Background: an optimization exercise with open tools, aiming at small area, a short achievable clock period and few clock cycles per item. Do not read the settings as production practice.
The RTL was checked by simulation tests, not by an equivalence proof against the original design.

==> 04-22 <==
## time_binned_event_histogram
module time_binned_event_histogram #(
	parameter int MAX_BINS   = tbeh_pkg::MAX_BINS_DEF,
	parameter int COUNT_BITS = tbeh_pkg::COUNT_BITS_DEF
) (
	input  logic                                clk,
	input  logic                                arst_n,
	input  logic                                cfg_we,
	input  logic [tbeh_pkg::CFG_IDX_W-1:0]      cfg_index,
	input  logic [tbeh_pkg::CFG_DATA_W-1:0]     cfg_data,
	input  logic                                in_valid,
	output logic                                in_stall,
	input  logic [tbeh_pkg::OPCODE_W-1:0]       opcode,
	input  logic [tbeh_pkg::TIME_W-1:0]         event_time,
	input  logic                                passes_filter,
	output logic                                out_valid,
	input  logic                                out_stall,
	output logic [tbeh_pkg::BIN_IDX_W-1:0]      bin_index,
	output logic [tbeh_pkg::COUNT_OUT_W-1:0]    local_count,
	output logic [tbeh_pkg::COUNT_OUT_W-1:0]    global_count,
	output logic [tbeh_pkg::COUNT_OUT_W-1:0]    local_peak,
	output logic [tbeh_pkg::COUNT_OUT_W-1:0]    global_peak,
	output logic                                last_bin
);
export LEC_CHECK = 0
export ABC_AREA = 1
export CAP_MARGIN = 20
export CORE_MARGIN = 2
export CORE_UTILIZATION = 50
export CTS_CLUSTER_DIAMETER = 60
export CTS_CLUSTER_SIZE = 30
export SETUP_SLACK_MARGIN = 4.2
export SLEW_MARGIN = 20
create_clock -name core_clock -period 7.0 [get_ports {clk}]
standard.sh (not shown) runs the stock make flow with config.mk's settings and CLKGATE_MAP_FILE= SYNTH_SCRIPT=/design/flow/synth_recipe.tcl, a recipe that flattens the netlist after the stock synthesis.
==> flow/flow/run.sh <==
#!/bin/bash
# The standard layout with two changes: clock tree synthesis adds no dummy loads,
# and the port buffers are buf_2 cells (the default pick is a slower, larger delay
# buffer). Each tool's full output stays in ORFS's own logs under orfs/logs; make's
# output goes to flow_make.log in this folder.
set -euo pipefail
export CTS_ARGS="-sink_clustering_enable -repair_clock_nets -sink_clustering_size 30 -sink_clustering_max_diameter 60 -dont_use_dummy_load"
export BUFFER_PORTS_ARGS="-buffer_cell sky130_fd_sc_hd__buf_2"
bash standard.sh > flow_make.log 2>&1
==> inputs of 07-11, as changes to 04-22 <==
--- a/flow/design.v
+++ b/flow/design.v
@@ -400,13 +400,10 @@
 	logic        wq_full;
 	logic        rd_active_q;
 	logic        rd_all_q;
 	logic        out_free;
 	logic        rd_start;
-	logic        rd_chain;      
-	logic        chain_q;       
-	logic        pk_load;
 	assign is_add = m_opv[tbeh_pkg::OP_ADD];
 	assign is_clr = m_opv[tbeh_pkg::OP_CLEAR];
 	assign is_rd  = m_opv[tbeh_pkg::OP_READ];
 	assign is_nop = m_opv[tbeh_pkg::OP_SPARE];
 	assign clr1 = is_clr && (clrph_q == 2'd0) && !rd_active_q && !fix_busy;
@@ -439,13 +436,12 @@
 	assign step      = want_step && !wq_full;
 	assign shift     = step || clr2;
 	assign add_done  = add_go && (!want_step || (step && !(gt2 && in_range2)));
 	assign land      = add_done && (want_step ? in_range2 : in_range);
 	assign take      = !filter_q || m_p;
-	assign rd_start  = is_rd && !chain_q && (!rd_active_q || (rd_all_q && out_free));
-	assign m_done    = is_nop || rd_start || (chain_q && out_free) ||
-		(clr2 && clrph_q == 2'd3) || add_done;
+	assign rd_start  = is_rd && (!rd_active_q || (rd_all_q && out_free));
+	assign m_done    = is_nop || rd_start || (clr2 && clrph_q == 2'd3) || add_done;
 	assign clrph_d = (clr1 || clr2) ? clrph_q + 2'd1 : clrph_q;
 	always_ff @(posedge clk or negedge arst_n) begin
 		if (!arst_n) begin
 			clrph_q <= 2'd0;
 		end else begin
@@ -578,11 +574,11 @@
 		.wload   (wq_free),
 		.wbin_in (cursor[5:0]),
 		.wdata   (wq_data),
 		.wdone   (wq_done),
 		.wtap_d  (wq_at_d),
-		.rstart  (rd_start || rd_chain),
+		.rstart  (rd_start),
 		.rnext   (rd_load),
 		.rhit    (rhit),
 		.rdata  (rdata)
 	);
 	logic        out_valid_q;
@@ -592,49 +588,39 @@
 	assign out_free = !out_valid_q || !out_stall;
 	assign rd_load  = rd_active_q && !rd_all_q && rhit && out_free;
 	assign rd_last  = {1'b0, rd_i_q} == (n_q - 7'd1);
 	assign rd_word  = ({1'b0, rd_i_q} < cs_q) ? rdata :
 		(({1'b0, rd_i_q} == cs_q) ? accs_q : '0);
-	assign rd_chain    = is_rd && !chain_q && rd_load && rd_last;
-	assign pk_load     = rd_start || (chain_q && out_free);
 	assign rd_active_d = rd_start ? 1'b1 : ((rd_all_q && out_free) ? 1'b0 : rd_active_q);
 	always_ff @(posedge clk or negedge arst_n) begin
 		if (!arst_n) begin
 			rd_active_q <= 1'b0;
 			rd_all_q    <= 1'b0;
-			chain_q     <= 1'b0;
 			out_valid_q <= 1'b0;
 		end else begin
 			rd_active_q <= rd_active_d;
 			if (rd_start) begin
 				rd_all_q <= 1'b0;
-			end else if (rd_load && rd_last && !rd_chain) begin
+			end else if (rd_load && rd_last) begin
 				rd_all_q <= 1'b1;
 			end
-			if (rd_chain) begin
-				chain_q <= 1'b1;
-			end else if (out_free) begin
-				chain_q <= 1'b0;
-			end
 			if (rd_load) begin
 				out_valid_q <= 1'b1;
 			end else if (!out_stall) begin
 				out_valid_q <= 1'b0;
 			end
 		end
 	end
 	always_ff @(posedge clk) begin
-		if (rd_start || rd_chain) begin
+		if (rd_start) begin
 			rd_i_q <= '0;
 			cs_q   <= cursor;
 			accs_q <= {acc_l, acc_g};
-		end else if (rd_load) begin
-			rd_i_q <= rd_i_q + 6'd1;
-		end
-		if (pk_load) begin
 			olpk_q <= lpk;
 			ogpk_q <= filter_q ? gpk : lpk;
+		end else if (rd_load) begin
+			rd_i_q <= rd_i_q + 6'd1;
 		end
 		if (rd_load) begin
 			oidx_q  <= rd_i_q;
 			olcnt_q <= rd_word[2*CB-1:CB];
 			ogcnt_q <= rd_word[CB-1:0];
==> flow/run.sh (new file) <==
#!/bin/bash
# synth_recipe.tcl (not shown) runs the flow's synth.tcl, then flattens the netlist and writes it again
# the make line also repeats each setting of config.mk as NAME=value (left out here)
make -C /OpenROAD-flow-scripts/flow DESIGN_CONFIG=/design/flow/config.mk WORK_HOME=/design/flow/orfs CLKGATE_MAP_FILE= SYNTH_SCRIPT=/design/flow/synth_recipe.tcl finish
--- a/flow/config.mk
+++ b/flow/config.mk
@@ -6,10 +6,10 @@
 export NUM_CORES = 4
 export LEC_CHECK = 0
 export ABC_AREA = 1
 export CAP_MARGIN = 20
 export CORE_MARGIN = 2
-export CORE_UTILIZATION = 50
+export CORE_UTILIZATION = 35
 export CTS_CLUSTER_DIAMETER = 60
 export CTS_CLUSTER_SIZE = 30
 export SETUP_SLACK_MARGIN = 4.2
 export SLEW_MARGIN = 20
removed: flow/flow/run.sh
removed: flow/standard.sh
==> impl_metrics.json <==
{
  "wirelength_um": 164000,
  "rr_endpoint": "u_cursor.b3_q[16]",
  "muxShareOfSynthArea": 0.0440,
  "ys_async_sr_fraction": 0.0763,
  "total_power_mw": 30.4,
  "p_leak_nw": 35.2,
  "status": "timing/DRC/antenna clean",
  "skew_ns": 0.0880
}
(the above is from 04-22)
==> impl_metrics.json <==
{
  "ys_async_sr_fraction": 0.0760,
  "status": "timing/DRC/antenna clean",
  "wirelength_um": 161000,
  "total_power_mw": 31.9,
  "p_leak_nw": 35.5
}
(the above is from 07-11)
Testbench counts of 04-22, summed over its fixed seeds: cycles 15,502, items 10,368.
Testbench counts of 07-11, summed over its fixed seeds: cycles 15,662, items 10,368.

## port drivers added, routing unchanged
The results above use ideal ports. As a check the final layouts listed here were re-extracted and re-timed, cells and wires unchanged.
Step 1 assumes that a clkbuf_16 drives the clock port and a buf_2 every other input.
Step 2, shift: input delay + t, output delay - t, t = (earliest + latest rising clock arrival at the registers) / 2. This alone moves slack from input paths to output paths.
Slacks: ideal / step 1 / step 2; pairs: ideal / step 1.
| run | t (ns) | setup WS [ns] | worst setup path after step 2 |
|---|---|---|---|
| 04-22 | 0.831 | 4.063 / 3.981 / 3.258 | input to register |
| 07-11 | 0.888 | 4.095 / 4.006 / 3.278 | input to register |
After both steps every run listed still meets setup and hold. For 07-11, which loses most, drivers alone change the setup slack by -0.089 ns; drivers and shift together by -0.817 ns.
